Background: an optimization exercise with open tools, aiming at small area. Do not read the settings as production practice. RTL that was checked went through simulation tests only; none was proved equivalent to the original. For run 4, only the layout was checked, not whether the RTL still works. Power figures rest on the tool's default switching activity, not on a simulated workload. The clock port is modelled as an ideal driver; clocking choices that lean on that would not hold on a real chip.

--- flow/config.mk ---
export PLATFORM = sky130hd
export DESIGN_NAME = mips_dmem_responder
export DESIGN_NICKNAME = mips_dmem_responder
export VERILOG_FILES = /design/flow/design.v
export SDC_FILE = /design/flow/constraint.sdc
export NUM_CORES = 4
export LEC_CHECK = 0
export CAP_MARGIN = 20
export CORE_MARGIN = 2
export CORE_UTILIZATION = 30
export PLACE_DENSITY = 0.4
export SLEW_MARGIN = 20
--- flow/constraint.sdc ---
create_clock -name core_clock -period 8.0 [get_ports {clk}]
set_input_delay 1.6000 -clock core_clock [delete_from_list [all_inputs] [get_ports {clk}]]
set_output_delay 1.6000 -clock core_clock [all_outputs]
set_load 0.01 [all_outputs]
--- flow/design.v ---
module mips_dmem_responder #(
  parameter int DEPTH_WORDS = 64,
  parameter int LATENCY     = 2
) (
  input  logic        clk,
  input  logic        resetN,
  input  logic        req_valid,
  output logic        req_ready,
  input  logic        req_we,
  input  logic [31:0] req_addr,
  input  logic [31:0] req_wdata,
  input  logic [3:0]  req_be,
  output logic        resp_valid,
  input  logic        resp_ready,
  output logic [31:0] resp_rdata,
  output logic        resp_err
);
  localparam int AW = (DEPTH_WORDS > 1) ? $clog2(DEPTH_WORDS) : 1;
  localparam logic [29:0] DEPTH_LIMIT = 30'(DEPTH_WORDS);
  localparam logic [3:0]  CNT_INIT    = 4'(LATENCY - 1);
  typedef enum logic [1:0] {
    IDLE,
    WAIT,
    RESP
  } state_t;
  state_t state;
  state_t next_state;
  logic [3:0]  cnt;
  logic        we_q;
  logic [31:0] addr_q;
  logic [31:0] wdata_q;
  logic [3:0]  be_q;
  logic [31:0] mem [0:DEPTH_WORDS-1];
  logic          accept;
  logic          access;
  logic          handshake;
  logic          addr_err;
  logic [AW-1:0] word_idx;
  logic [31:0]   cur_word;
  logic [31:0]   merged_word;
  assign accept    = req_valid && req_ready;
  assign access    = (state == WAIT) && (cnt == 4'd0);
  assign handshake = (state == RESP) && resp_ready;
  assign addr_err = (addr_q[1:0] != 2'b00) || (addr_q[31:2] >= DEPTH_LIMIT);
  assign word_idx = addr_q[AW+1:2];
  assign cur_word = mem[word_idx];
  always_comb begin
    merged_word = cur_word;
    for (int i = 0; i < 4; i++) begin
      if (be_q[i]) begin
        merged_word[8*i +: 8] = wdata_q[8*i +: 8];
      end
    end
  end
  always_ff @(posedge clk or negedge resetN) begin
    if (!resetN) begin
      state <= IDLE;
    end else begin
      state <= next_state;
    end
  end
  always_comb begin
    next_state = state;
    req_ready  = 1'b0;
    resp_valid = 1'b0;
    case (state)
      IDLE: begin
        req_ready = 1'b1;
        if (req_valid) begin
          next_state = WAIT;
        end
      end
      WAIT: begin
        if (cnt == 4'd0) begin
          next_state = RESP;
        end
      end
      RESP: begin
        resp_valid = 1'b1;
        if (resp_ready) begin
          next_state = IDLE;
        end
      end
      default: begin
        next_state = IDLE;
      end
    endcase
  end
  always_ff @(posedge clk or negedge resetN) begin
    if (!resetN) begin
      cnt        <= 4'd0;
      we_q       <= 1'b0;
      addr_q     <= 32'd0;
      wdata_q    <= 32'd0;
      be_q       <= 4'd0;
      resp_rdata <= 32'd0;
      resp_err   <= 1'b0;
    end else begin
      if (accept) begin
        we_q    <= req_we;
        addr_q  <= req_addr;
        wdata_q <= req_wdata;
        be_q    <= req_be;
        cnt     <= CNT_INIT;
      end else if ((state == WAIT) && (cnt != 4'd0)) begin
        cnt <= cnt - 4'd1;
      end
      if (access) begin
        resp_err   <= addr_err;
        resp_rdata <= (!addr_err && !we_q) ? cur_word : 32'd0;
      end else if (handshake) begin
        resp_rdata <= 32'd0;
        resp_err   <= 1'b0;
      end
    end
  end
  always_ff @(posedge clk or negedge resetN) begin
    if (!resetN) begin
      for (int i = 0; i < DEPTH_WORDS; i++) begin
        mem[i] <= 32'd0;
      end
    end else if (access && we_q && !addr_err) begin
      mem[word_idx] <= merged_word;
    end
  end
endmodule
--- flow/run.sh ---
#!/bin/bash
# synth_recipe.tcl (not shown) runs the flow's synth.tcl, then flattens the netlist and writes it again
# the make line also repeats each setting of config.mk as NAME=value (left out here)
make -C /OpenROAD-flow-scripts/flow DESIGN_CONFIG=/design/flow/config.mk WORK_HOME=/design/flow/orfs CLKGATE_MAP_FILE= SYNTH_SCRIPT=/design/flow/synth_recipe.tcl finish
==> results of run 1 <==
## logic make-up (layout without fill, tap and decap cells)
family | count (synthesis) | count (layout)
AOI/OAI and AO/OA | 2269 | 2269
adders and majority gates | 1 | 1
buffers and inverters | 1114 | 873
and+or+nand+nor | 4928 | 4928
muxes | 70 | 70
DFF | 2156 | 2156
xor gates and xnor gates | 3 | 3
other | 0 | 14
## state kept, by name, summed over array words and instances, names as in the netlist
name,flops
addr_q,32
be_q,4
cnt,4
mem,2048
resp_err,1
resp_rdata,32
state,2
wdata_q,32
we_q,1
## power breakdown
part           internal, mW  leakage [nW]  switching, mW
combinational          1.28          15.5           7.62
sequential             11.1          30.0          0.605
clock                  7.02          4.16           5.03
total                  19.4          49.7           13.3
## metal layers
layer	GRT usage	vias up
met2	0.471	4253
met4	0.113	4
li1	-	36154
met3	0.0542	792
met5	0	-
met1	0.426	44140
## worst max-delay path: cells and delay by family, from the launching register on
family                 cells  cell delay (ns)
AND/OR/NAND/NOR            5             2.89
AO/OA/AOI/OAI              2             0.46
buffers and inverters      2             0.96
flip-flops                 1             1.00
## placed cells by master (no fill, tap or decap), types with 12 or more instances in the layout
cell and count:
a22oi_2 30, nor2_1 2065, clkbuf_1 78, and3_4 40
buf_4 250, diode_2 14, buf_12 43, a21oi_1 1811
clkdlybuf4s50_1 106, mux2i_1 18, dfrtp_1 2146, nand3b_1 18
nand2b_1 12, a31oi_1 124, nor3_4 21, nand4_1 453
nor4_1 114, and4_1 14, a22o_1 56, o21ai_0 50
clkbuf_8 61, nor2b_1 35, a32oi_1 31, nand3_1 1614
nand2_1 320, o31ai_1 92, clkbuf_16 274, clkinv_2 34
nor3b_1 27, and3b_1 34, and2_1 18, a22oi_1 22
mux2_2 52, and3_1 64
## how the worst max path moves through the flow
stage	startpoint	end	slack [ns]	cells past startpoint
2_1_floorplan	addr_q[4]$_DFFE_PN0P_	mem[39][2]$_DFFE_PN0P_	5.25	10
5_1_grt	addr_q[4]$_DFFE_PN0P_	mem[10][4]$_DFFE_PN0P_	2.29	9
4_1_cts	addr_q[3]$_DFFE_PN0P_	mem[34][4]$_DFFE_PN0P_	2.37	8
6_report	addr_q[3]$_DFFE_PN0P_	mem[16][6]$_DFFE_PN0P_	2.27	9
3_5_place_dp	addr_q[3]$_DFFE_PN0P_	mem[34][4]$_DFFE_PN0P_	2.40	8
3_3_place_gp	addr_q[3]$_DFFE_PN0P_	mem[0][8]$_DFFE_PN0P_	2.21	10
## stage by stage
| step | hold WS (ns) | cell area (um2) | setup WS [ns] | cells | total power [mW] |
|---|---|---|---|---|---|
| 6_report | 0.469 | 109000 | 2.27 | 14494 | 32.7 |
| 5_1_grt | 0.498 | 109000 | 2.29 | 14484 | 33.4 |
| 4_1_cts | 0.472 | 109000 | 2.37 | 14479 | 32.6 |
| 3_5_place_dp | 0.457 | 100000 | 2.40 | 14016 | 20.5 |
| 3_3_place_gp | 0.460 | 100000 | 2.21 | 14011 | 20.5 |
| 2_1_floorplan | 0.440 | 95400 | 5.25 | 10541 | 15.9 |
## layout make-up
type / instances / area (um2)
tap: 4180 / 5230
sequential: 2156 / 54000
clock buffer: 413 / 7990
timing repair buffer: 406 / 3920
antenna: 14 / 35.0
fill: 32443 / 208000
multi-input combinational: 7271 / 37200
inverter: 4 / 15.0
clock inverter: 50 / 438
==> flow_summary.toml, run 1 <==
[die]
initial_core_util = 0.301
die_h_um = 568
die_w_um = 568
core_mm2 = 0.317
num_rows = 207
dieArea_mm2 = 0.322
num_io_pins = 108

[run_status]
status = "complete, no violations"

[sta]
maxSlewViolCount = 0
worstMarginPinSlew_ns = 1.25
layout_min_cycle_time_ns = 5.73
setup_violations = 0
fin_skew_ns = 0.0472
finalCritPeriodShare = 0.716
finalSetupTns_ns = 0
grt_setup_unrepaired = "false"
fmax_mhz = 175
slew_headroom = 0.164
finalHoldViolCount = 0

[cts]
postCtsSetupBuffers = 0
root_buffer = "clkbuf_16"
clk_path_buf_depth = 4
cts_resized = 0
ctsHoldBuffers = 0
htree_levels = 5
cts.sinks = 2156
cts.clk_slew.worst_paths_ns = 0.06
clkLatencyLatePin_ns = 0.87
cts_tree = "done"
cts_buffers = 268

[global_route]
antenna_found_initial = 24
grt_pass1_vias = 80519
gr-total-overflow = 0
grt_max_degree = 172
grt_first_pass_wirelength_mm = 691
grt_usage = 0.305

[synth]
syn_inst = 10541
synthMuxAreaShare = 0.00803
syn-num-nets = 10615
synth.most_common_cell = "dfrtp_1"
synth-compound-area-share = 0.132
synth_top_area_frac = 0.566
synth_area_leader_cell = "dfrtp_1"
synth_common_cells = "dfrtp_1, nor2_1, a21oi_1"
synth_ff_type = "dfrtp_1"
yosysUniqueCellTypes = 71
synth_area_leaders = "dfrtp_1, a21oi_1, nand3_1, nor2_1, nand4_1"
synth-seq-area-share = 0.566
synth-seq-cells = 2156
synth_edf_count = 0
synth_xor_area_frac = 0.000276
synth_top_family_by_area = "simple AND/OR/NAND/NOR gates"
synth_fa_ha_area_frac = 0.000131
async_reset_ff_frac = 1.00
synth.avg_cell_area_um2 = 9.05
synthSimpleGateAreaFrac = 0.245
ys.warnings.count = 2
syn_area_mm2 = 0.0954

[worst_setup_path]
r2r_cells = 9
endpoint_kind = "flop"
r2r_slack_ns = 2.27
path_class = "reg2reg"
arrival_ns = 6.39
r2r-end = "mem[16][6]$_DFFE_PN0P_"
crit_top_cell = "nand4_1"
crit_slowest_cell = "nor4_1"
path_max_fanout = 105
max_stage_delay_ns = 1.01
crit_chain = "nor2_4 > buf_12 > nand2_4 > nand4_1 > nor4_1 > nand4_1 > a22oi_2 > buf_4 > a21oi_1"
timing.critical_path.required_ns = 8.66
start_kind = "flop"
r2r-start = "addr_q[3]$_DFFE_PN0P_"

[worst_hold_path]
hold_path_end = "mem[1][12]$_DFFE_PN0P_"
hp-class = "reg2reg"
hold_path.startpoint = "mem[1][12]$_DFFE_PN0P_"
worstHoldPathCells = 2

[detailed_routing]
dr.pass1.iters = 5
postRouteAntennaNets = 0
met2_length_mm = 225
routed.top_layer = "met5"
wl_met3_mm = 40.2
vias_per_cell = 5.89
finalWirelength_mm = 502
num_vias = 85343
drtIter0Drc = 9897
post_drt_wl_per_cell_um = 34.7
drcViolationCount = 0
wl_met1_mm = 217

[layout]
drive_above_1_share = 0.0871
finish.utilization = 0.343
area_growth_pct = 14.1
nNetsFinal = 10181

[pwr]
power.density_mw_per_mm2 = 300
p_leak_nw = 49.7
irDropWorstVdd_mv = 0.351

[place]
port_buffers = 107
post-dp-hpwl_mm = 282
globalplace.congestion = 0.839

[job]
cap_violations = 0
==> run 2: changes to the inputs <==
==> flow/design.v (replaced) <==
module mips_dmem_responder (
  input  logic        clk,
  input  logic        resetN,
  input  logic        req_valid,
  output logic        req_ready,
  input  logic        req_we,
  input  logic [31:0] req_addr,
  input  logic [31:0] req_wdata,
  input  logic [3:0]  req_be,
  output logic        resp_valid,
  input  logic        resp_ready,
  output logic [31:0] resp_rdata,
  output logic        resp_err
);
  localparam int N     = 64;    
  localparam int WSTEP = 4;     
  localparam int RSTEP = 3;     
  localparam int NW    = N / WSTEP;
  localparam int NR    = (N - 1) / RSTEP + 1;
  logic [1:0] ph;
  logic       idle;
  logic       accept;
  assign idle       = (ph == 2'b00);
  assign req_ready  = idle;
  assign resp_valid = (ph == 2'b10);
  assign accept     = req_valid && idle;
  always_ff @(posedge clk or negedge resetN) begin
    if (!resetN) begin
      ph <= 2'b00;
    end else begin
      case (ph)
        2'b00:   ph <= accept ? 2'b01 : 2'b00;
        2'b01:   ph <= 2'b11;
        2'b11:   ph <= 2'b10;
        default: ph <= resp_ready ? 2'b00 : 2'b10;
      endcase
    end
  end
  logic [5:0] t;
  always_ff @(posedge clk or negedge resetN) begin
    if (!resetN) begin
      t <= 6'd0;
    end else begin
      t <= t + 6'd1;
    end
  end
  logic        req_err;
  logic [31:0] req_wmask;
  assign req_err   = (req_addr[1:0] != 2'b00) || (req_addr[31:8] != 24'd0);
  assign req_wmask = {{8{req_be[3]}}, {8{req_be[2]}}, {8{req_be[1]}}, {8{req_be[0]}}};
  logic [5:0]  idx_q;
  logic [31:0] wd_q;      
  logic [3:0]  be_q;
  logic        ld_q;      
  logic        err_q;
  logic        st_q;      
  always_ff @(posedge clk) begin
    if (accept) begin
      idx_q <= req_addr[7:2];
      wd_q  <= req_wdata & req_wmask;
      be_q  <= req_be;
      ld_q  <= !req_we && !req_err;
      err_q <= req_err;
    end
  end
  always_ff @(posedge clk or negedge resetN) begin
    if (!resetN) begin
      st_q <= 1'b0;
    end else if (accept) begin
      st_q <= req_we && !req_err;
    end
  end
  assign resp_err = err_q;
  logic [N-1:0][31:0] rd;     
  logic [N-1:0]       rv;     
  logic [N-1:0][31:0] rd_n;
  logic [N-1:0]       rv_n;
  logic [5:0]    wpos;
  logic [NW-1:0] wen;
  assign wpos = idx_q + t;
  always_comb begin
    for (int k = 0; k < NW; k++) begin
      wen[k] = st_q && (wpos == 6'(k * WSTEP));
    end
  end
  for (genvar q = 0; q < N; q++) begin : g_pos
    if (q % WSTEP == 0) begin : g_port
      for (genvar i = 0; i < 4; i++) begin : g_lane
        assign rd_n[q][8*i +: 8] = (wen[q / WSTEP] && (be_q[i] || !rv[(q + N - 1) % N]))
                                   ? wd_q[8*i +: 8] : rd[(q + N - 1) % N][8*i +: 8];
      end
      assign rv_n[q] = rv[(q + N - 1) % N] || wen[q / WSTEP];
    end else begin : g_shift
      assign rd_n[q] = rd[(q + N - 1) % N];
      assign rv_n[q] = rv[(q + N - 1) % N];
    end
  end
  always_ff @(posedge clk) begin
    rd <= rd_n;
  end
  always_ff @(posedge clk or negedge resetN) begin
    if (!resetN) begin
      rv <= '0;
    end else begin
      rv <= rv_n;
    end
  end
  logic [5:0]    ridx;
  logic [5:0]    rpos;
  logic          rld;
  logic [NR-1:0] rsel;
  logic          rcap;
  logic [31:0]   rval;
  assign ridx = idle ? req_addr[7:2] : idx_q;
  assign rld  = idle ? (!req_we && !req_err) : ld_q;
  assign rpos = ridx + t;
  always_comb begin
    rcap = 1'b0;
    rval = 32'd0;
    for (int k = 0; k < NR; k++) begin
      rsel[k] = (rpos == 6'(k * RSTEP));
      rcap    = rcap || rsel[k];
      if (rsel[k] && rld && rv_n[k * RSTEP]) begin
        rval = rval | rd_n[k * RSTEP];
      end
    end
  end
  always_ff @(posedge clk) begin
    if (rcap && !resp_valid) begin
      resp_rdata <= rval;
    end
  end
endmodule
--- a/flow/config.mk
+++ b/flow/config.mk
@@ -7,6 +7,8 @@
 export LEC_CHECK = 0
 export CAP_MARGIN = 20
 export CORE_MARGIN = 2
-export CORE_UTILIZATION = 30
-export PLACE_DENSITY = 0.4
+export CORE_UTILIZATION = 70
+export CTS_CLUSTER_DIAMETER = 100
+export CTS_CLUSTER_SIZE = 30
+export PLACE_DENSITY = 0.8
 export SLEW_MARGIN = 20
==> run 2 against run 1 <==
Clock skew decreased by 0.011 ns. Largest cell class unchanged. Highest routed layer unchanged. Critical path type is now in2reg. Sequential share of layout area grew 20 points. Worst setup slack lost 0.36 ns. Sequential cell count is 41 higher. Combinational power fell by 71%. Maximum frequency decreased by 6.0%. Largest power group is now registers.
==> flow_summary.toml, run 2 <==
[run_status]
status = "complete, no violations"

[sta]
fin_skew_ns = 0.0361
maxSlewViolCount = 0
worstMarginPinSlew_ns = 1.29
fmax_mhz = 164
grt_setup_unrepaired = "false"
layout_min_cycle_time_ns = 6.09
setup_violations = 0
finalSetupTns_ns = 0
finalHoldViolCount = 0
finalCritPeriodShare = 0.761
worst_slack_ns = 1.91
slew_headroom = 0.140

[pwr]
p_sw_frac = 0.271
p_leak_nw = 25.8
seq_power_share = 0.600
irDropWorstVdd_mv = 0.312
power.density_mw_per_mm2 = 302
power_frac_clock = 0.268
p_comb_frac = 0.131
p_int_mw = 14.3
switchingPower_mw = 5.30

[cts]
cts.sinks = 2197
cts_tree = "done"
clk_path_buf_depth = 3
ctsHoldBuffers = 0
postCtsSetupBuffers = 0
cts_buffers = 83
htree_levels = 3
clkLatencyLatePin_ns = 0.71
root_buffer = "clkbuf_16"
cts_resized = 0
cts.clk_slew.worst_paths_ns = 0.11

[layout]
final_cell_mix = "dfxtp_1, mux2_2, nand2_1, buf_4, clkdlybuf4s50_1"
final_common_cell = "dfxtp_1"
nNetsFinal = 4339
drive_above_1_share = 0.175
area_growth_pct = 9.41
finish.utilization = 0.774
largest_reg_flops = 2048
regMostFlops = "rd"
fillers = 4814
largest_registers = "rd x2048, rv x64"

[synth]
synth_edf_count = 76
syn-num-nets = 4174
synth_top_area_frac = 0.692
synth-seq-area-share = 0.762
synth_ff_type = "dfxtp_1"
synth_area_leaders = "dfxtp_1, mux2_2, edfxtp_1, dfrtp_1, nand2_1"
syn_inst = 4088
synth-seq-cells = 2197
ys.warnings.count = 1
async_reset_ff_frac = 0.0332
synth_common_cells = "dfxtp_1, mux2_2, nand2_1"
syn_area_mm2 = 0.0592
synth.avg_cell_area_um2 = 14.5
yosysUniqueCellTypes = 103
synth_area_leader_cell = "dfxtp_1"
synth.most_common_cell = "dfxtp_1"

[die]
num_rows = 106
core_mm2 = 0.0837
num_io_pins = 108
die_w_um = 295
die_h_um = 295
dieArea_mm2 = 0.0869
initial_core_util = 0.707

[global_route]
grt_pass1_vias = 33834
grt_usage = 0.408
gr-total-overflow = 0
grt_first_pass_wirelength_mm = 247
grt_max_degree = 74
antenna_found_initial = 9

[worst_setup_path]
arrival_ns = 6.66
max_stage_delay_ns = 0.97
path_class = "in2reg"
start_kind = "input pin"
endpoint_kind = "flop"
path_max_fanout = 13
crit_slowest_cell = "a21oi_1"
crit_chain = "clkdlybuf4s50_1 > mux2_2 > ha_1 > fa_1 > a211oi_1 > or3b_2 > nand2_1 > a21oi_1 > o2111ai_1 > buf_4 > o22ai_1 > a2111oi_0 > or3b_1"
timing.critical_path.required_ns = 8.57

[detailed_routing]
finalWirelength_mm = 178
postRouteAntennaNets = 0
num_vias = 34783
drcViolationCount = 0
drtIter0Drc = 4819
vias_per_cell = 6.39
dr.pass1.iters = 8
post_drt_wl_per_cell_um = 32.6

[place]
globalplace.congestion = 1.07
port_buffers = 107
post-dp-hpwl_mm = 118
dp_slack_ns = 1.41

[job]
cap_violations = 0

[worst_hold_path]
hp-class = "reg2reg"
==> run 2: cell types whose count changed after synthesis, sizes merged, moves of 167 or more <==
cell | previous run | this run
nand3 | 1615 | 63
mux2 | 52 | 437
nand4 | 454 | 46
nand2 | 327 | 160
dfrtp | 2156 | 73
clkbuf | 607 | 110
nor2 | 2071 | 72
dfxtp | 0 | 2048
buf | 503 | 48
a21oi | 1811 | 67
==> run 2: cell type report <==
class	count	area, um2	share of cell area
clock buffer	132	2280	0.0352
antenna	2	5.00	0.0000773
timing repair buffer	238	2110	0.0326
multi-input combinational	1688	13500	0.209
clock inverter	8	136	0.00211
inverter	45	169	0.00261
tap	1134	1420	0.0219
sequential	2197	45100	0.696
==> run 2: worst max-delay path, delay by kind of cell <==
family | cells | cell delay (ns)
AO/OA/AOI/OAI | 5 | 2.41
buffers and inverters | 2 | 0.84
AND/OR/NAND/NOR | 3 | 0.81
adder cells (fa/ha/maj) | 2 | 0.70
multiplexers | 1 | 0.29
==> run 2: cell families after synthesis <==
kind of cell,Yosys count,synth area share
compound gates,646,0.0826
xor+xnor,14,0.00247
fa+ha+maj,13,0.00300
buf+inv,203,0.0142
flops,2197,0.762
mux,446,0.0847
simple gates,569,0.0511
==> run 2: metrics by stage <==
stage	hold WS [ns]	instances	area, um2	power, mW
after CTS	0.306	5441	64700	19.4
after floorplan	0.310	4088	59200	13.1
after detailed placement	0.312	5301	62300	14.4
after global routing	0.320	5442	64800	20.0
after global placement	0.310	5301	62300	14.4
final	0.310	5444	64800	19.6
==> run 2: final timing paths <==
| check | startpoint | end | slack [ns] | cells after the start |
|---|---|---|---|---|
| setup reg to reg | ph[1]$_DFF_PN0_ | resp_rdata[24]$_DFFE_PP_ | 2.17 | 13 |
| hold / removal | rd[805]$_DFF_P_ | rd[837]$_DFF_P_ | 0.31 | 0 |
| setup / recovery | req_addr[2] | resp_rdata[24]$_DFFE_PP_ | 1.91 | 13 |
| hold reg to reg | rd[805]$_DFF_P_ | rd[837]$_DFF_P_ | 0.31 | 0 |
| max in group asynchronous | resetN | rv[23]$_DFF_PN0_ | 6.63 | 2 |
| min in group asynchronous | resetN | ph[1]$_DFF_PN0_ | 0.77 | 1 |
==> run 2: routing by layer <==
layer,wire length [um],up-vias,global-route usage
li1,-,14754,-
met5,58,-,0
met3,21800,686,0.130
met4,12400,10,0.235
met1,67500,16980,0.530
met2,76000,2353,0.602
==> run 2: power groups by stage <==
stage / combinational (mW) / sequential, mW / clock, mW
floorplan: 1.29 / 11.8 / 0
global placement: 2.38 / 12.0 / 0
detailed placement: 2.42 / 12.0 / 0
CTS: 2.44 / 11.7 / 5.23
global route: 2.62 / 11.8 / 5.60
finish: 2.56 / 11.7 / 5.25
==> run 3: changes to the inputs <==
--- a/flow/config.mk
+++ b/flow/config.mk
@@ -7,8 +7,6 @@
 export LEC_CHECK = 0
 export CAP_MARGIN = 20
 export CORE_MARGIN = 2
-export CORE_UTILIZATION = 70
-export CTS_CLUSTER_DIAMETER = 100
-export CTS_CLUSTER_SIZE = 30
-export PLACE_DENSITY = 0.8
+export CORE_UTILIZATION = 30
+export PLACE_DENSITY = 0.4
 export SLEW_MARGIN = 20
==> run 3 against run 2 <==
Sequential share of layout area decreased by 6.8 points. Combinational power is 7% higher. Synthesized cell count unchanged. Worst setup slack worse by 0.25 ns. Final area is 11% higher. Count of clock-buffer cells in the layout up 192. Via count is 0.39% lower. Sequential power about the same. Die area up 130%. Largest cell class unchanged. Highest routed layer unchanged.
==> flow_summary.toml, run 3 <==
[synth]
syn_inst = 4088
synth_ff_type = "dfxtp_1"
synth-seq-cells = 2197
synth_common_cells = "dfxtp_1, mux2_2, nand2_1"
yosysUniqueCellTypes = 103
syn-num-nets = 4174
synth_area_leader_cell = "dfxtp_1"
synth.most_common_cell = "dfxtp_1"
synth.avg_cell_area_um2 = 14.5
synth-seq-area-share = 0.762
async_reset_ff_frac = 0.0332
synth_edf_count = 76
synth_top_area_frac = 0.692
synth_area_leaders = "dfxtp_1, mux2_2, edfxtp_1, dfrtp_1, nand2_1"
ys.warnings.count = 1
syn_area_mm2 = 0.0592

[detailed_routing]
postRouteAntennaNets = 0
post_drt_wl_per_cell_um = 30.2
vias_per_cell = 4.78
drtIter0Drc = 3218
drcViolationCount = 0
num_vias = 34646
dr.pass1.iters = 9
finalWirelength_mm = 219

[global_route]
grt_pass1_vias = 33926
grt_max_degree = 59
antenna_found_initial = 24
grt_first_pass_wirelength_mm = 294
gr-total-overflow = 0
grt_usage = 0.216

[sta]
finalSetupTns_ns = 0
fmax_mhz = 158
layout_min_cycle_time_ns = 6.34
fin_skew_ns = 0.0385
finalCritPeriodShare = 0.793
slew_headroom = 0.175
grt_setup_unrepaired = "false"
maxSlewViolCount = 0
worstMarginPinSlew_ns = 1.23
finalHoldViolCount = 0
setup_violations = 0

[layout]
finish.instance_area_mm2 = 0.0718
regMostFlops = "rd"
area_growth_pct = 21.3
nNetsFinal = 4511
largest_registers = "rd x2048, rv x64"
seq_area_mm2 = 0.0451
multi_input_area_mm2 = 0.0136
largest_reg_flops = 2048
fillers = 18842
final_cell_mix = "dfxtp_1, mux2_2, clkbuf_16, buf_4, nand2_1"
drive_above_1_share = 0.229
final_common_cell = "dfxtp_1"

[job]
cap_violations = 0

[cts]
cts.clk_slew.worst_paths_ns = 0.07
cts_tree = "done"
ctsHoldBuffers = 0
htree_levels = 4
cts_resized = 0
postCtsSetupBuffers = 0
cts_buffers = 215
cts.sinks = 2197
clkLatencyLatePin_ns = 0.86
clk_path_buf_depth = 3
root_buffer = "clkbuf_16"

[place]
globalplace.congestion = 0.939
port_buffers = 107
post-dp-hpwl_mm = 147
placed_area_mm2 = 0.0645

[worst_setup_path]
path_class = "in2reg"
timing.critical_path.required_ns = 8.69
r2r_slack_ns = 1.67
path_max_fanout = 11
endpoint_kind = "flop"
arrival_ns = 7.03
start_kind = "input pin"

[run_status]
status = "complete, no violations"

[worst_hold_path]
hp-class = "reg2reg"

[pwr]
p_leak_nw = 28.4
finalPower_mw = 24.7
irDropWorstVdd_mv = 0.247
power.density_mw_per_mm2 = 344

[die]
die_h_um = 448
initial_core_util = 0.301
core_mm2 = 0.197
die_w_um = 448
num_rows = 163
num_io_pins = 108
dieArea_mm2 = 0.201
-- run 3: layout make-up --
type                       instances  area share
sequential                      2197       0.628
tap                             2640      0.0460
clock buffer                     324      0.0926
antenna                            7    0.000244
clock inverter                    76     0.00864
timing repair buffer             278      0.0331
inverter                          45     0.00235
multi-input combinational       1688       0.189
-- run 3: critical path, stage by stage --
cell and delay [ns]:
clkdlybuf4s50_1 0.44, mux2_2 0.29, ha_1 0.28, fa_1 0.83, nor2b_1 0.68, and3_1 0.70
o2111ai_1 0.34, nor2_2 0.90, buf_4 0.40, a222oi_1 0.13, a22oi_1 0.19, a21oi_1 0.07
nand3_1 0.12
-- run 3: worst paths after layout --
kind,start,end,cells after the start
worst max register to register,ph[0]$_DFF_PN0_,resp_rdata[4]$_DFFE_PP_,13
worst min register to register,rd[1595]$_DFF_P_,rd[1627]$_DFF_P_,0
min in group asynchronous,resetN,st_q$_DFFE_PN0P_,1
worst min-delay path,rd[1595]$_DFF_P_,rd[1627]$_DFF_P_,0
worst max-delay path,req_addr[2],resp_rdata[4]$_DFFE_PP_,13
max in group asynchronous,resetN,rv[24]$_DFF_PN0_,2
-- run 3: logic make-up (layout without fill, tap and decap cells) --
| family | after synthesis | count (layout) | share of synthesized area |
|---|---|---|---|
| flip-flops | 2197 | 2197 | 0.762 |
| multiplexers | 446 | 446 | 0.0847 |
| buffers and inverters | 203 | 723 | 0.0142 |
| other | 0 | 7 | 0 |
| AND/OR/NAND/NOR | 569 | 569 | 0.0511 |
| XOR/XNOR | 14 | 14 | 0.00247 |
| adder cells (fa/ha/maj) | 13 | 13 | 0.00300 |
| AO/OA/AOI/OAI | 646 | 646 | 0.0826 |
-- run 3: report_power, final --
group	leakage, nW	switching [mW]	internal [mW]	total [mW]
clock network	3.63	4.31	5.90	10.2
logic	6.53	1.94	0.808	2.74
registers	18.2	0.343	11.4	11.8
total	28.4	6.59	18.1	24.7
-- run 3: per-stage QoR --
step	std cells	util	hold WS [ns]	setup WS (ns)
2_1_floorplan	4088	-	0.310	1.55
3_3_place_gp	6847	0.328	0.309	1.09
3_5_place_dp	6847	0.328	0.312	0.935
4_1_cts	7247	0.365	0.299	1.76
5_1_grt	7250	0.365	0.296	1.50
6_report	7255	0.365	0.299	1.66
-- run 3: routing by layer --
| metal | up-vias | track usage | wire length (um) |
|---|---|---|---|
| met3 | 418 | 0.0404 | 13700 |
| met4 | 2 | 0.0841 | 9020 |
| met5 | - | 0 | 13 |
| met1 | 17537 | 0.290 | 97300 |
| li1 | 15301 | - | - |
| met2 | 1388 | 0.343 | 99200 |
==> run 4: changes to the inputs <==
--- a/flow/design.v
+++ b/flow/design.v
@@ -83,11 +83,15 @@
       wen[k] = st_q && (wpos == 6'(k * WSTEP));
     end
   end
+  logic [31:0] wd_inv;
+  assign wd_inv = ~wd_q;
   for (genvar q = 0; q < N; q++) begin : g_pos
+    localparam bit PINV = ((q / WSTEP) % 2) == 0;
     if (q % WSTEP == 0) begin : g_port
       for (genvar i = 0; i < 4; i++) begin : g_lane
-        assign rd_n[q][8*i +: 8] = (wen[q / WSTEP] && (be_q[i] || !rv[(q + N - 1) % N]))
-                                   ? wd_q[8*i +: 8] : rd[(q + N - 1) % N][8*i +: 8];
+        assign rd_n[q][8*i +: 8] = ~((wen[q / WSTEP] && (be_q[i] || !rv[(q + N - 1) % N]))
+                                     ? (PINV ? wd_q[8*i +: 8] : wd_inv[8*i +: 8])
+                                     : rd[(q + N - 1) % N][8*i +: 8]);
       end
       assign rv_n[q] = rv[(q + N - 1) % N] || wen[q / WSTEP];
     end else begin : g_shift
@@ -121,7 +125,7 @@
       rsel[k] = (rpos == 6'(k * RSTEP));
       rcap    = rcap || rsel[k];
       if (rsel[k] && rld && rv_n[k * RSTEP]) begin
-        rval = rval | rd_n[k * RSTEP];
+        rval = rval | (rd_n[k * RSTEP] ^ {32{(((k * RSTEP) / WSTEP) % 2) == 0}});
       end
     end
   end
==> flow/flow/run.sh (new file) <==
#!/bin/bash
# Layout flow: the standard ORFS flow (standard.sh), with two changes:
#  - clock tree synthesis without dummy loads, with larger sink clusters;
#  - port buffers of the smallest buffer cell (every port still gets one).
# make's full output goes to make_finish.log here; ORFS keeps each step's
# log under orfs/logs/.
set -euo pipefail
bash standard.sh finish \
  "CTS_ARGS=-sink_clustering_enable -repair_clock_nets -dont_use_dummy_load -sink_clustering_size 30 -sink_clustering_max_diameter 100" \
  "BUFFER_PORTS_ARGS=-buffer_cell sky130_fd_sc_hd__buf_1" \
  > make_finish.log 2>&1
==> flow/standard.sh (new file) <==
#!/bin/bash
# synth_recipe.tcl (not shown) runs the flow's synth.tcl, then flattens the netlist and writes it again
# the make line also repeats each setting of config.mk as NAME=value (left out here)
make -C /OpenROAD-flow-scripts/flow DESIGN_CONFIG=/design/flow/config.mk WORK_HOME=/design/flow/orfs CLKGATE_MAP_FILE= SYNTH_SCRIPT=/design/flow/synth_recipe.tcl "${@:-finish}"
--- a/flow/config.mk
+++ b/flow/config.mk
@@ -7,6 +7,6 @@
 export LEC_CHECK = 0
 export CAP_MARGIN = 20
 export CORE_MARGIN = 2
-export CORE_UTILIZATION = 30
-export PLACE_DENSITY = 0.4
+export CORE_UTILIZATION = 70
+export PLACE_DENSITY = 0.8
 export SLEW_MARGIN = 20
removed: flow/run.sh
==> run 4 against run 3 <==
Final cell count decreased by 23%. Clock power is 51% lower. Combinational power down 26%.
==> flow_summary.toml, run 4 <==
[run_status]
status = "complete, no violations"

[layout]
regMostFlops = "rd"
stdcell_count = 5610
drive_above_1_share = 0.0673
nNetsFinal = 4620
final_common_cell = "dfxtp_1"
area_growth_pct = 7.22
final_cell_mix = "dfxtp_1, nor2_1, a21oi_1, mux2i_1, buf_4"
largest_reg_flops = 2048
largest_registers = "rd x2048, rv x64"

[global_route]
grt_max_degree = 74
antenna_found_initial = 17
grt_pass1_vias = 35088
grt_usage = 0.410
gr-total-overflow = 0
grt_first_pass_wirelength_mm = 247

[cts]
cts_tree = "done"
cts_buffers = 83
htree_levels = 3
ctsHoldBuffers = 0
root_buffer = "clkbuf_16"
clk_path_buf_depth = 3
clkLatencyLatePin_ns = 0.70
postCtsSetupBuffers = 0
cts.clk_slew.worst_paths_ns = 0.10
cts_resized = 0
cts.sinks = 2197

[worst_setup_path]
r2r_cells = 12
path_buf_inv = 1
crit_slowest_cell = "nand3_2"
r2r-start = "ph[0]$_DFF_PN0_"
crit_family = "simple AND/OR/NAND/NOR gates"
max_stage_delay_ns = 0.71
r2r-end = "resp_rdata[10]$_DFFE_PP_"
crit_start = "ph[0]$_DFF_PN0_"
crit_chain = "nor2_1 > mux2_2 > ha_1 > o21ai_1 > o21ai_0 > o2111ai_2 > nand3_2 > or3_2 > buf_4 > o221a_2 > nand4_1 > or4b_2"
endpoint_kind = "flop"
path_depth = 12
arrival_ns = 6.36
path_class = "reg2reg"
start_kind = "flop"
timing.critical_path.required_ns = 8.42
r2r_slack_ns = 2.06
crit_path_end = "resp_rdata[10]$_DFFE_PP_"
path_max_fanout = 16

[synth]
synth_area_leaders = "dfxtp_1, edfxtp_1, mux2i_1, a21oi_1, dfrtp_1"
synth_area_leader_cell = "dfxtp_1"
synth_common_cells = "dfxtp_1, nor2_1, a21oi_1"
yosysUniqueCellTypes = 94
synth_ff_type = "dfxtp_1"
syn_area_mm2 = 0.0585
synth_top_area_frac = 0.701
async_reset_ff_frac = 0.0332
ys.warnings.count = 1
syn_inst = 4414
synth.avg_cell_area_um2 = 13.2
synth-seq-area-share = 0.772
synth-seq-cells = 2197
synth_edf_count = 76
synth.most_common_cell = "dfxtp_1"
syn-num-nets = 4500

[place]
dp_slack_ns = 1.61
post-dp-hpwl_mm = 118
globalplace.congestion = 1.08
placed_cells = 5519
port_buffers = 107

[pwr]
p_int_mw = 13.8
p_sw_frac = 0.266
switchingPower_mw = 5.00
irDropWorstVdd_mv = 0.256
power.density_mw_per_mm2 = 299
seq_power_share = 0.626
finalPower_mw = 18.8
p_comb_frac = 0.109
power_frac_clock = 0.265
p_leak_nw = 24.6

[job]
cap_violations = 0

[worst_hold_path]
hp-class = "reg2reg"

[sta]
finalSetupTns_ns = 0
slew_headroom = 0.121
grt_setup_unrepaired = "false"
finalHoldViolCount = 0
worstMarginPinSlew_ns = 1.32
worst_slack_ns = 2.06
maxSlewViolCount = 0
layout_min_cycle_time_ns = 5.94
fin_skew_ns = 0.0673
fmax_mhz = 168
finalCritPeriodShare = 0.742
setup_violations = 0

[detailed_routing]
post_drt_wl_per_cell_um = 31.8
dr.pass1.iters = 9
drtIter0Drc = 5628
drcViolationCount = 0
postRouteAntennaNets = 0
num_vias = 36337
vias_per_cell = 6.48
finalWirelength_mm = 179

[die]
num_io_pins = 108
die_w_um = 293
dieArea_mm2 = 0.0858
num_rows = 105
die_h_um = 293
core_mm2 = 0.0824
initial_core_util = 0.710
[run 4: power by group through the flow]
| stage | logic (mW) | clock network (mW) | registers (mW) |
|---|---|---|---|
| CTS | 1.92 | 4.95 | 11.7 |
| floorplan | 1.01 | 0 | 11.8 |
| finish | 2.04 | 4.97 | 11.8 |
| global route | 2.04 | 5.31 | 11.8 |
| global placement | 1.89 | 0 | 12.0 |
| detailed placement | 1.92 | 0 | 12.0 |
[run 4: layout make-up]
cell class              count  area, um2
diodes                      8       20.0
clock buffers              83       2080
fillers                  5077      19700
inverters                  75        282
multi-input cells        1937      12400
flip-flops and latches   2197      45100
well taps                1070       1340
repair buffers            240       1420
[run 4: layer usage]
| layer | up-vias | track usage | share of wire |
|---|---|---|---|
| li1 | 15402 | - | - |
| met1 | 17572 | 0.528 | 0.37 |
| met2 | 2572 | 0.613 | 0.43 |
| met3 | 775 | 0.124 | 0.12 |
| met4 | 16 | 0.252 | 0.076 |
| met5 | - | 0 | 0.00061 |
[run 4: cell families (layout without fill, tap and decap cells)]
kind of cell,count (synthesis),after routing,share of synthesized area
AO/OA/AOI/OAI,866,866,0.0999
XOR/XNOR,15,15,0.00261
adder cells (fa/ha/maj),13,13,0.00304
buffers and inverters,280,398,0.0190
flip-flops,2197,2197,0.772
multiplexers,213,213,0.0366
other,0,8,0
AND/OR/NAND/NOR,830,830,0.0671
[run 4: how the worst min path moves through the flow]
stage / start / endpoint / slack, ns / cells past startpoint
global route: rd[1692]$_DFF_P_ / rd[1724]$_DFF_P_ / 0.28 / 0
floorplan: rd[968]$_DFF_P_ / rd[1000]$_DFF_P_ / 0.31 / 0
finish: rd[1692]$_DFF_P_ / rd[1724]$_DFF_P_ / 0.28 / 0
detailed placement: rd[136]$_DFF_P_ / rd[168]$_DFF_P_ / 0.31 / 0
CTS: rd[1692]$_DFF_P_ / rd[1724]$_DFF_P_ / 0.28 / 0
global placement: rd[408]$_DFF_P_ / rd[440]$_DFF_P_ / 0.31 / 0
[run 4: stage by stage]
stage,util,instance area [um2],hold WS (ns)
finish,0.761,62700,0.277
global route,0.761,62700,0.278
CTS,0.760,62600,0.281
detailed placement,0.735,60600,0.312
global placement,0.735,60500,0.310
floorplan,-,58500,0.310
==> run 5: changes to the inputs <==
--- a/flow/design.v
+++ b/flow/design.v
@@ -19,8 +19,10 @@
   localparam int NR    = (N - 1) / RSTEP + 1;
   logic [1:0] ph;
   logic       idle;
+  logic       waiting;
   logic       accept;
   assign idle       = (ph == 2'b00);
+  assign waiting    = ph[0];
   assign req_ready  = idle;
   assign resp_valid = (ph == 2'b10);
   assign accept     = req_valid && idle;
@@ -45,19 +47,20 @@
     end
   end
   logic        req_err;
+  logic        req_st;
   logic [31:0] req_wmask;
   assign req_err   = (req_addr[1:0] != 2'b00) || (req_addr[31:8] != 24'd0);
+  assign req_st    = req_we && !req_err;
   assign req_wmask = {{8{req_be[3]}}, {8{req_be[2]}}, {8{req_be[1]}}, {8{req_be[0]}}};
   logic [5:0]  idx_q;
-  logic [31:0] wd_q;      
   logic [3:0]  be_q;
   logic        ld_q;      
   logic        err_q;
   logic        st_q;      
+  logic [31:0] dat_q;     
   always_ff @(posedge clk) begin
     if (accept) begin
       idx_q <= req_addr[7:2];
-      wd_q  <= req_wdata & req_wmask;
       be_q  <= req_be;
       ld_q  <= !req_we && !req_err;
       err_q <= req_err;
@@ -67,10 +70,11 @@
     if (!resetN) begin
       st_q <= 1'b0;
     end else if (accept) begin
-      st_q <= req_we && !req_err;
+      st_q <= req_st;
     end
   end
-  assign resp_err = err_q;
+  assign resp_err   = err_q;
+  assign resp_rdata = ld_q ? dat_q : 32'd0;
   logic [N-1:0][31:0] rd;     
   logic [N-1:0]       rv;     
   logic [N-1:0][31:0] rd_n;
@@ -84,13 +88,13 @@
     end
   end
   logic [31:0] wd_inv;
-  assign wd_inv = ~wd_q;
+  assign wd_inv = ~dat_q;
   for (genvar q = 0; q < N; q++) begin : g_pos
     localparam bit PINV = ((q / WSTEP) % 2) == 0;
     if (q % WSTEP == 0) begin : g_port
       for (genvar i = 0; i < 4; i++) begin : g_lane
         assign rd_n[q][8*i +: 8] = ~((wen[q / WSTEP] && (be_q[i] || !rv[(q + N - 1) % N]))
-                                     ? (PINV ? wd_q[8*i +: 8] : wd_inv[8*i +: 8])
+                                     ? (PINV ? dat_q[8*i +: 8] : wd_inv[8*i +: 8])
                                      : rd[(q + N - 1) % N][8*i +: 8]);
       end
       assign rv_n[q] = rv[(q + N - 1) % N] || wen[q / WSTEP];
@@ -111,27 +115,27 @@
   end
   logic [5:0]    ridx;
   logic [5:0]    rpos;
-  logic          rld;
   logic [NR-1:0] rsel;
-  logic          rcap;
+  logic          rhit;
   logic [31:0]   rval;
   assign ridx = idle ? req_addr[7:2] : idx_q;
-  assign rld  = idle ? (!req_we && !req_err) : ld_q;
   assign rpos = ridx + t;
   always_comb begin
-    rcap = 1'b0;
+    rhit = 1'b0;
     rval = 32'd0;
     for (int k = 0; k < NR; k++) begin
       rsel[k] = (rpos == 6'(k * RSTEP));
-      rcap    = rcap || rsel[k];
-      if (rsel[k] && rld && rv_n[k * RSTEP]) begin
+      rhit    = rhit || rsel[k];
+      if (rsel[k] && rv_n[k * RSTEP]) begin
         rval = rval | (rd_n[k * RSTEP] ^ {32{(((k * RSTEP) / WSTEP) % 2) == 0}});
       end
     end
   end
   always_ff @(posedge clk) begin
-    if (rcap && !resp_valid) begin
-      resp_rdata <= rval;
+    if (accept && req_we) begin
+      dat_q <= req_wdata & req_wmask;
+    end else if (rhit && (accept || (waiting && ld_q))) begin
+      dat_q <= rval;
     end
   end
 endmodule
==> run 5 against run 4 <==
Die area down 3.3%. Still clean. Clock power down 2%. Critical endpoint is now dat_q[23]$_DFFE_PP_. Power up 0.41%. Largest cell class unchanged. Count of clock-buffer cells in the layout down 1. Critical path depth up 2. Critical path type is now in2reg.
==> flow_summary.toml, run 5 <==
[detailed_routing]
post_drt_wl_per_cell_um = 27.0
postRouteAntennaNets = 0
vias_per_cell = 6.13
drcViolationCount = 0
finalWirelength_mm = 144
num_vias = 32711
drtIter0Drc = 3962
dr.pass1.iters = 12

[pwr]
power.density_mw_per_mm2 = 313
irDropWorstVdd_mv = 0.270
p_leak_nw = 23.1

[die]
num_rows = 104
die_w_um = 288
dieArea_mm2 = 0.0830
initial_core_util = 0.704
core_mm2 = 0.0803
die_h_um = 288
num_io_pins = 108

[sta]
worst_slack_ns = 2.14
worstMarginPinSlew_ns = 1.16
finalCritPeriodShare = 0.732
fin_skew_ns = 0.0638
finalSetupTns_ns = 0
setup_violations = 0
fmax_mhz = 171
layout_min_cycle_time_ns = 5.86
grt_setup_unrepaired = "false"
maxSlewViolCount = 0
holdWs_ns = 0.263
slew_headroom = 0.226
finalHoldViolCount = 0

[global_route]
grt_usage = 0.342
grt_pass1_vias = 31791
grt_max_degree = 74
grt_first_pass_wirelength_mm = 205
antenna_found_initial = 1
gr-total-overflow = 0

[worst_setup_path]
timing.critical_path.required_ns = 8.36
arrival_ns = 6.22
start_kind = "input pin"
path_max_fanout = 17
endpoint_kind = "flop"
path_class = "in2reg"
crit_chain = "buf_1 > mux2_2 > ha_1 > fa_1 > a211oi_1 > o21ai_1 > nand2_1 > or4_2 > buf_4 > nor2_1 > nor4b_1 > a21oi_1 > a2111oi_0 > a31oi_1"
r2r_slack_ns = 2.18
max_stage_delay_ns = 0.66
crit_slowest_cell = "or4_2"

[layout]
area_growth_pct = 6.61
diodes = 0
largest_registers = "rd x2048, rv x64, dat_q x32"
stdcell_count = 5335
final_common_cell = "dfxtp_1"
fillers = 4941
finish.instance_area_mm2 = 0.0602
largest_reg_flops = 2048
final_cell_mix = "dfxtp_1, nor2_1, a21oi_1, mux2i_1, buf_1"
regMostFlops = "rd"
drive_above_1_share = 0.0564
nNetsFinal = 4363

[cts]
clkLatencyLatePin_ns = 0.68
cts.sinks = 2165
postCtsSetupBuffers = 0
cts_resized = 0
cts.clk_slew.worst_paths_ns = 0.10
cts_buffers = 82
ctsHoldBuffers = 0
root_buffer = "clkbuf_16"
cts_tree = "done"
clk_path_buf_depth = 3
htree_levels = 3

[synth]
synth_area_leader_cell = "dfxtp_1"
yosysUniqueCellTypes = 77
synth-seq-area-share = 0.781
synth_top_family_by_area = "compound AO/OA/AOI/OAI gates"
synth_fa_ha_area_frac = 0.00314
synthMuxAreaShare = 0.0440
async_reset_ff_frac = 0.0337
ys.warnings.count = 1
synth_top_area_frac = 0.726
synth-seq-cells = 2165
synth_common_cells = "dfxtp_1, nor2_1, a21oi_1"
synth.avg_cell_area_um2 = 13.4
synth_edf_count = 44
synth.most_common_cell = "dfxtp_1"
synth_area_leaders = "dfxtp_1, mux2i_1, a21oi_1, dfrtp_1, nor2_1"
synth-compound-area-share = 0.103
syn-num-nets = 4304
synth_xor_area_frac = 0.00332
syn_area_mm2 = 0.0565
synth_ff_type = "dfxtp_1"
synthSimpleGateAreaFrac = 0.0475
syn_inst = 4218

[job]
cap_violations = 0

[place]
dp_slack_ns = 1.79
port_buffers = 107
placed_area_mm2 = 0.0582
globalplace.congestion = 0.946
post-dp-hpwl_mm = 86.3
placed_cells = 5253

[run_status]
status = "complete, no violations"

[worst_hold_path]
hp-class = "reg2reg"
[run 5: cell types whose count changed after synthesis, moves of 17 or more]
cell | before | now
or4_1 | 25 | 3
nand2_1 | 98 | 56
o22ai_1 | 35 | 63
a31oi_1 | 12 | 41
mux2i_1 | 205 | 244
nand3_1 | 48 | 18
a2bb2oi_1 | 30 | 8
edfxtp_1 | 76 | 44
a21oi_1 | 368 | 419
inv_1 | 71 | 53
a221oi_1 | 16 | 39
nand4_1 | 42 | 7
nor3_1 | 40 | 18
o211ai_1 | 34 | 17
[run 5: routing by layer]
metal / track usage / vias up / part of all wire / routed length, um
met1: 0.463 / 15944 / 0.40 / 58000
li1: - / 14447 / - / -
met5: 0 / - / 0.000056 / 8
met3: 0.0618 / 462 / 0.094 / 13500
met4: 0.176 / 2 / 0.055 / 7980
met2: 0.534 / 1856 / 0.45 / 64500
[run 5: layout make-up]
class	count	area, um2	share of cell area
multi-input combinational	1798	11600	0.192
tap	1060	1330	0.0220
clock buffer	82	2050	0.0341
sequential	2165	44100	0.733
inverter	57	214	0.00355
timing repair buffer	173	933	0.0155
[run 5: power breakdown]
part	switching [mW]	total, mW	internal, mW
Combinational	1.54	2.30	0.763
Sequential	0.461	11.7	11.2
Clock	2.99	4.85	1.86
Total	4.99	18.8	13.9
[run 5: final timing paths]
path / startpoint / end / cells past startpoint
max in group asynchronous: resetN / rv[49]$_DFF_PN0_ / 1
min: rd[152]$_DFF_P_ / rd[184]$_DFF_P_ / 0
max reg2reg: ph[0]$_DFF_PN0_ / dat_q[23]$_DFFE_PP_ / 14
max: req_addr[2] / dat_q[23]$_DFFE_PP_ / 14
min reg2reg: rd[152]$_DFF_P_ / rd[184]$_DFF_P_ / 0
min in group asynchronous: resetN / ph[1]$_DFF_PN0_ / 1
[run 5: stage by stage]
step,util,power (mW)
after global placement,0.724,14.1
after CTS,0.750,18.8
after detailed placement,0.725,14.1
final,0.750,18.8
after global routing,0.750,19.4
after floorplan,-,13.2
[run 5: cell families after synthesis]
| family | count (synthesis) |
|---|---|
| flops | 2165 |
| xor+xnor | 19 |
| fa+ha+maj | 13 |
| simple gates | 622 |
| mux | 248 |
| buf+inv | 255 |
| compound gates | 896 |
[run 5: critical path, delay by kind of cell]
| family | cells | cell delay [ns] |
|---|---|---|
| AOI/OAI and AO/OA | 5 | 1.56 |
| adders and majority gates | 2 | 0.76 |
| buffers and inverters | 2 | 0.58 |
| muxes | 1 | 0.29 |
| and+or+nand+nor | 4 | 1.39 |
==> run 6: changes to the inputs <==
--- a/flow/design.v
+++ b/flow/design.v
@@ -75,10 +75,18 @@
   end
   assign resp_err   = err_q;
   assign resp_rdata = ld_q ? dat_q : 32'd0;
-  logic [N-1:0][31:0] rd;     
-  logic [N-1:0]       rv;     
+  logic [3:0] swept;
+  always_ff @(posedge clk or negedge resetN) begin
+    if (!resetN) begin
+      swept <= 4'b0000;
+    end else begin
+      swept <= {swept[2:0], 1'b1};
+    end
+  end
+  logic sweep;
+  assign sweep = !swept[3];
+  logic [N-1:0][31:0] rd;
   logic [N-1:0][31:0] rd_n;
-  logic [N-1:0]       rv_n;
   logic [5:0]    wpos;
   logic [NW-1:0] wen;
   assign wpos = idx_q + t;
@@ -87,31 +95,21 @@
       wen[k] = st_q && (wpos == 6'(k * WSTEP));
     end
   end
-  logic [31:0] wd_inv;
-  assign wd_inv = ~dat_q;
   for (genvar q = 0; q < N; q++) begin : g_pos
-    localparam bit PINV = ((q / WSTEP) % 2) == 0;
     if (q % WSTEP == 0) begin : g_port
       for (genvar i = 0; i < 4; i++) begin : g_lane
-        assign rd_n[q][8*i +: 8] = ~((wen[q / WSTEP] && (be_q[i] || !rv[(q + N - 1) % N]))
-                                     ? (PINV ? dat_q[8*i +: 8] : wd_inv[8*i +: 8])
-                                     : rd[(q + N - 1) % N][8*i +: 8]);
+        logic       wr;       
+        logic [7:0] prev;
+        assign wr   = wen[q / WSTEP] && be_q[i];
+        assign prev = rd[(q + N - 1) % N][8*i +: 8];
+        assign rd_n[q][8*i +: 8] = wr ? dat_q[8*i +: 8] : (prev & {8{!sweep}});
       end
-      assign rv_n[q] = rv[(q + N - 1) % N] || wen[q / WSTEP];
     end else begin : g_shift
       assign rd_n[q] = rd[(q + N - 1) % N];
-      assign rv_n[q] = rv[(q + N - 1) % N];
     end
   end
   always_ff @(posedge clk) begin
     rd <= rd_n;
-  end
-  always_ff @(posedge clk or negedge resetN) begin
-    if (!resetN) begin
-      rv <= '0;
-    end else begin
-      rv <= rv_n;
-    end
   end
   logic [5:0]    ridx;
   logic [5:0]    rpos;
@@ -126,8 +124,8 @@
     for (int k = 0; k < NR; k++) begin
       rsel[k] = (rpos == 6'(k * RSTEP));
       rhit    = rhit || rsel[k];
-      if (rsel[k] && rv_n[k * RSTEP]) begin
-        rval = rval | (rd_n[k * RSTEP] ^ {32{(((k * RSTEP) / WSTEP) % 2) == 0}});
+      if (rsel[k] && ((k * RSTEP) % WSTEP == 0 || swept[(k * RSTEP + N - 1) % WSTEP])) begin
+        rval = rval | rd_n[k * RSTEP];
       end
     end
   end
--- a/flow/flow/run.sh
+++ b/flow/flow/run.sh
@@ -6,6 +6,6 @@
 # log under orfs/logs/.
 set -euo pipefail
 bash standard.sh finish \
-  "CTS_ARGS=-sink_clustering_enable -repair_clock_nets -dont_use_dummy_load -sink_clustering_size 30 -sink_clustering_max_diameter 100" \
+  "CTS_ARGS=-sink_clustering_enable -repair_clock_nets -dont_use_dummy_load -sink_clustering_size 30 -sink_clustering_max_diameter 70" \
   "BUFFER_PORTS_ARGS=-buffer_cell sky130_fd_sc_hd__buf_1" \
   > make_finish.log 2>&1
==> run 6 against run 5 <==
Via count is 8.4% higher. Still clean. Count of clock-buffer cells in the layout is 1 lower. Critical endpoint is now dat_q[19]$_DFFE_PP_. Highest routed layer unchanged. Power is 6.9% lower. Critical path type is now reg2reg.
==> flow_summary.toml, run 6 <==
[synth]
synth_common_cells = "dfxtp_1, o21ai_0, nand3_1"
synth_top_area_frac = 0.729
synth_area_leaders = "dfxtp_1, o21ai_0, nand3_1, edfxtp_1, a22oi_1"
synth_ff_type = "dfxtp_1"
synth.most_common_cell = "dfxtp_1"
syn_inst = 4476
yosysUniqueCellTypes = 108
synth-seq-cells = 2105
async_reset_ff_frac = 0.00618
synth-seq-area-share = 0.758
syn_area_mm2 = 0.0562
syn-num-nets = 4562
synth_area_leader_cell = "dfxtp_1"
synth.avg_cell_area_um2 = 12.6
ys.warnings.count = 1
synth_edf_count = 44

[sta]
worst_slack_ns = 1.79
setup_violations = 0
fin_skew_ns = 0.0467
slew_headroom = 0.149
finalCritPeriodShare = 0.776
holdWs_ns = 0.299
finalSetupTns_ns = 0
layout_min_cycle_time_ns = 6.21
fmax_mhz = 161
finalHoldViolCount = 0
maxSlewViolCount = 0
grt_setup_unrepaired = "false"
worstMarginPinSlew_ns = 1.27

[place]
post-dp-hpwl_mm = 92.8
port_buffers = 107
placed_area_mm2 = 0.0574
dp_slack_ns = 1.51
globalplace.congestion = 0.949
placed_cells = 5424

[worst_setup_path]
timing.critical_path.required_ns = 8.52
path_max_fanout = 18
start_kind = "flop"
path_class = "reg2reg"
arrival_ns = 6.73
endpoint_kind = "flop"

[detailed_routing]
num_vias = 35467
vias_per_cell = 6.44
finalWirelength_mm = 153
drtIter0Drc = 4913
dr.pass1.iters = 6
postRouteAntennaNets = 0
post_drt_wl_per_cell_um = 27.8
drcViolationCount = 0

[cts]
postCtsSetupBuffers = 0
htree_levels = 3
cts_buffers = 81
cts_resized = 0
clk_path_buf_depth = 3
ctsHoldBuffers = 0
root_buffer = "clkbuf_16"
cts.sinks = 2105
cts.clk_slew.worst_paths_ns = 0.11
clkLatencyLatePin_ns = 0.69
cts_tree = "done"

[layout]
final_common_cell = "dfxtp_1"
drive_above_1_share = 0.0561
stdcell_count = 5506
finish.utilization = 0.750
nNetsFinal = 4544
fillers = 5049
largest_registers = "rd x2048, dat_q x32"
finish.instance_area_mm2 = 0.0594
regMostFlops = "rd"
area_growth_pct = 5.70
largest_reg_flops = 2048
diodes = 0
final_cell_mix = "dfxtp_1, o21ai_0, nand3_1, nand2_1, a22oi_1"

[job]
cap_violations = 0

[pwr]
finalPower_mw = 17.5
power.density_mw_per_mm2 = 295
irDropWorstVdd_mv = 0.217
p_leak_nw = 21.7

[die]
num_rows = 103
core_mm2 = 0.0793
die_w_um = 287
die_h_um = 287
num_io_pins = 108
dieArea_mm2 = 0.0826
initial_core_util = 0.709

[global_route]
gr-total-overflow = 0
antenna_found_initial = 3
grt_max_degree = 161
grt_pass1_vias = 33695
grt_first_pass_wirelength_mm = 220
grt_usage = 0.366

[run_status]
status = "complete, no violations"

[worst_hold_path]
hp-class = "reg2reg"
==> run 6: cell types whose count changed in the layout (fill, tap and decap cells not counted), sizes merged, moves of 47 or more <==
cell | previous run | this run
o21ai | 81 | 522
nand3 | 18 | 439
nor2 | 424 | 44
a21oi | 431 | 84
nand2 | 56 | 317
mux2i | 244 | 10
a22oi | 19 | 171
dfrtp | 73 | 13
a211oi | 64 | 14
o22ai | 63 | 16
==> run 6: cells by family after synthesis <==
logic type / count (synthesis) / synth area share
buffers and inverters: 310 / 0.0241
DFF: 2105 / 0.758
xor gates and xnor gates: 13 / 0.00283
other: 1 / 0.0000667
and+or+nand+nor: 977 / 0.0881
adders and majority gates: 13 / 0.00316
muxes: 19 / 0.00358
AOI/OAI and AO/OA: 1038 / 0.120
==> run 6: area by class of cell <==
type / instances / area, um2 / share of cell area
Sequential cell: 2105 / 42600 / 0.718
Multi-Input combinational cell: 2061 / 12400 / 0.208
Inverter: 44 / 165 / 0.00278
Timing Repair Buffer: 165 / 907 / 0.0153
Tap cell: 1050 / 1310 / 0.0221
Clock buffer: 81 / 2030 / 0.0341
==> run 6: routing by layer <==
| metal | vias up | GRT usage | part of all wire |
|---|---|---|---|
| li1 | 15464 | - | - |
| met1 | 17158 | 0.509 | 0.40 |
| met3 | 554 | 0.0801 | 0.11 |
| met5 | - | 0 | 0.000085 |
| met4 | 2 | 0.195 | 0.060 |
| met2 | 2289 | 0.538 | 0.43 |
==> run 6: where the power goes <==
part / leakage, nW / internal [mW] / switching [mW] / total, mW
sequential: 17.0 / 10.6 / 0.145 / 10.8
clock: 0.998 / 1.83 / 2.93 / 4.76
combinational: 3.63 / 0.421 / 1.60 / 2.02
==> run 6: worst paths after layout <==
check	depth (start not counted)	slack (ns)	endpoint	startpoint
worst max-delay path	15	1.79	dat_q[19]$_DFFE_PP_	ph[0]$_DFF_PN0_
worst min-delay path	0	0.30	rd[1496]$_DFF_P_	rd[1464]$_DFF_P_
worst max register to register	15	1.79	dat_q[19]$_DFFE_PP_	ph[0]$_DFF_PN0_
worst min register to register	0	0.30	rd[1496]$_DFF_P_	rd[1464]$_DFF_P_
max in group asynchronous	1	6.09	swept[3]$_DFF_PN0_	resetN
min in group asynchronous	1	1.12	t[4]$_DFF_PN0_	resetN
==> run 6: worst max-delay path: stages (launching register included) <==
cell	delay, ns
dfrtp_1	0.47
nor2_1	0.68
mux2_2	0.29
ha_1	0.17
inv_1	0.06
fa_1	0.55
nand2b_2	0.31
o2bb2ai_4	0.22
xor2_4	0.58
nand4_2	0.66
a21oi_4	0.88
buf_4	0.53
a22o_1	0.22
nor4_1	0.05
and3_1	0.20
a31oi_1	0.16
==> run 7: changes to the inputs <==
--- a/flow/config.mk
+++ b/flow/config.mk
@@ -7,6 +7,6 @@
 export LEC_CHECK = 0
 export CAP_MARGIN = 20
 export CORE_MARGIN = 2
-export CORE_UTILIZATION = 70
-export PLACE_DENSITY = 0.8
+export CORE_UTILIZATION = 78
+export PLACE_DENSITY = 0.86
 export SLEW_MARGIN = 20
==> run 7 against run 6 <==
Largest cell class unchanged. Routed wire length up 4.5%. Clock power barely moved. Via count up 3.4%. Largest power group unchanged. Sequential share of layout area increased by 0.18 points. Sequential cell count did not move. Sequential power is essentially flat. Critical path depth fell by 3. Clock skew is 0.024 ns higher. Critical endpoint unchanged. Still clean on timing, DRC and antenna. First-iteration DRC count is 17% higher. Utilization grew 7.9 points. Final area is 0.25% lower.
==> flow_summary.toml, run 7 <==
[run_status]
status = "complete, no violations"

[worst_setup_path]
crit_slowest_cell = "and3_2"
crit_chain = "nor2_1 > mux2_2 > ha_1 > a21o_1 > a21oi_2 > a211o_1 > a21oi_2 > and3_2 > buf_4 > a22oi_1 > a21boi_1 > a31oi_1"
r2r_cells = 12
crit_path_end = "dat_q[19]$_DFFE_PP_"
crit_top_cell = "a21oi_2"
endpoint_kind = "flop"
start_kind = "flop"
r2r_slack_ns = 1.65
r2r-end = "dat_q[19]$_DFFE_PP_"
path_class = "reg2reg"
max_stage_delay_ns = 1.00
r2r-start = "ph[0]$_DFF_PN0_"
timing.critical_path.required_ns = 8.49
path_max_fanout = 20
arrival_ns = 6.84
crit_start = "ph[0]$_DFF_PN0_"

[cts]
cts.clk_slew.worst_paths_ns = 0.11
htree_levels = 3
cts_resized = 0
clkLatencyLatePin_ns = 0.69
cts.sinks = 2105
root_buffer = "clkbuf_16"
clk_path_buf_depth = 3
cts_buffers = 80
postCtsSetupBuffers = 0
ctsHoldBuffers = 0
cts_tree = "done"

[layout]
final_common_cell = "dfxtp_1"
drive_above_1_share = 0.0557
stdcell_count = 5411
final_cell_mix = "dfxtp_1, o21ai_0, nand3_1, nand2_1, a22oi_1"
largest_reg_flops = 2048
regMostFlops = "rd"
nNetsFinal = 4542
largest_registers = "rd x2048, dat_q x32"
area_growth_pct = 5.43

[synth]
synth_top_area_frac = 0.729
synth_area_leaders = "dfxtp_1, o21ai_0, nand3_1, edfxtp_1, a22oi_1"
synth.avg_cell_area_um2 = 12.6
synth_ff_type = "dfxtp_1"
yosysUniqueCellTypes = 108
synthSimpleGateAreaFrac = 0.0881
synth-seq-area-share = 0.758
synth-compound-area-share = 0.120
syn_inst = 4476
synth_xor_area_frac = 0.00283
syn_area_mm2 = 0.0562
syn-num-nets = 4562
synth_common_cells = "dfxtp_1, o21ai_0, nand3_1"
async_reset_ff_frac = 0.00618
ys.warnings.count = 1
synth_edf_count = 44
synth.most_common_cell = "dfxtp_1"
synth_area_leader_cell = "dfxtp_1"
synth_top_family_by_area = "compound AO/OA/AOI/OAI gates"
synthMuxAreaShare = 0.00358
synth_fa_ha_area_frac = 0.00316
synth-seq-cells = 2105

[pwr]
power.density_mw_per_mm2 = 296
p_leak_nw = 21.7
irDropWorstVdd_mv = 0.259

[sta]
worstMarginPinSlew_ns = 1.22
finalSetupTns_ns = 0
fmax_mhz = 157
setup_violations = 0
grt_setup_unrepaired = "false"
finalHoldViolCount = 0
slew_headroom = 0.182
maxSlewViolCount = 0
worst_slack_ns = 1.65
fin_skew_ns = 0.0705
finalCritPeriodShare = 0.794
layout_min_cycle_time_ns = 6.35

[die]
dieArea_mm2 = 0.0743
die_w_um = 272
core_mm2 = 0.0715
num_io_pins = 108
num_rows = 98
initial_core_util = 0.787
die_h_um = 272

[global_route]
grt_pass1_vias = 35916
grt_first_pass_wirelength_mm = 230
grt_max_degree = 173
grt_usage = 0.424
gr-total-overflow = 0
antenna_found_initial = 5

[place]
dp_slack_ns = 1.50
port_buffers = 107
post-dp-hpwl_mm = 96.9
globalplace.congestion = 1.01
placed_cells = 5320

[detailed_routing]
num_vias = 36660
drtIter0Drc = 5758
vias_per_cell = 6.78
post_drt_wl_per_cell_um = 29.6
drcViolationCount = 0
postRouteAntennaNets = 0
dr.pass1.iters = 6
finalWirelength_mm = 160

[job]
cap_violations = 0

[worst_hold_path]
hp-class = "reg2reg"
[run 7: through the flow]
step           power, mW  utilization  instance area, um2  hold WS, ns
2_1_floorplan       12.1            -               56200        0.310
3_3_place_gp        12.8        0.800               57200        0.310
3_5_place_dp        12.9        0.800               57200        0.312
4_1_cts             17.4        0.828               59200        0.301
5_1_grt             17.9        0.829               59300        0.304
6_report            17.5        0.829               59300        0.298
[run 7: kinds of logic (layout without fill, tap and decap cells)]
kind of cell / Yosys count / count (layout)
buffers and inverters: 310 / 288
other: 1 / 8
multiplexers: 19 / 19
XOR/XNOR: 13 / 13
flip-flops: 2105 / 2105
adder cells (fa/ha/maj): 13 / 13
AO/OA/AOI/OAI: 1038 / 1038
AND/OR/NAND/NOR: 977 / 977
[run 7: final cells by class]
cell class	instances	area (um2)
clock buffer	80	2000
tap	950	1190
inverter	44	165
antenna	7	17.5
multi-input combinational	2061	12400
fill	3637	12200
sequential	2105	42600
timing repair buffer	164	890
[run 7: where the power goes]
part	internal, mW	switching, mW	total, mW
Clock	1.81	2.95	4.76
Sequential	10.6	0.145	10.8
Combinational	0.409	1.60	2.01
[run 7: per-layer routing]
metal,part of all wire,track usage,vias up
met5,0,0,-
met4,0.071,0.262,0
met3,0.12,0.0972,788
met2,0.44,0.646,2746
met1,0.37,0.557,17674
li1,-,-,15452
[run 7: worst min-delay path by stage]
stage                startpoint               end  slack, ns  cells after the start
2_1_floorplan   rd[968]$_DFF_P_  rd[1000]$_DFF_P_       0.31                      0
3_3_place_gp    rd[211]$_DFF_P_   rd[243]$_DFF_P_       0.31                      0
3_5_place_dp   rd[1826]$_DFF_P_  rd[1858]$_DFF_P_       0.31                      0
4_1_cts        rd[1213]$_DFF_P_  rd[1245]$_DFF_P_       0.30                      0
5_1_grt        rd[1213]$_DFF_P_  rd[1245]$_DFF_P_       0.30                      0
6_report         rd[53]$_DFF_P_    rd[85]$_DFF_P_       0.30                      0
[run 7: critical path: cells and delay by family, from the launching register on]
family	cells	cell delay (ns)
adders and majority gates	1	0.70
DFF	1	0.50
and+or+nand+nor	2	1.79
buffers and inverters	1	0.47
muxes	1	0.42
AOI/OAI and AO/OA	7	2.28

## separate check: timing with driven ports
Ports are ideal in the flow. The routed layouts listed here were re-timed in OpenROAD.
Step 1 (the two cells are an assumption about what drives the block):
set clk [get_ports {clk}]
set_driving_cell -lib_cell sky130_fd_sc_hd__clkbuf_16 $clk
set_driving_cell -lib_cell sky130_fd_sc_hd__buf_2 [delete_from_list [all_inputs] $clk]
Step 2 times the ports against the registers' clock, not the clock port: input delays grow and output delays shrink by t, the midpoint of the rising clock arrivals with the driver on.
a / b / c = no drivers / after step 1 / after step 2; a / b = the first two.
run	t (ns)	slack for setup (ns)	pins driven straight from the clock port
run 1	0.951	2.273 / 2.273 / 2.273	1
run 2	0.758	1.910 / 1.956 / 1.198	1
run 3	0.918	1.658 / 1.672 / 0.797	1
run 4	0.734	2.060 / 2.060 / 1.425	1
run 5	0.712	2.143 / 2.177 / 1.475	1
run 6	0.730	1.790 / 1.790 / 1.174	1
run 7	0.721	1.649 / 1.649 / 1.271	1
After both steps setup and hold are still met in every run listed. The setup slack of run 3, which loses most, moves by +0.014 ns with the drivers and by -0.861 ns with both steps.
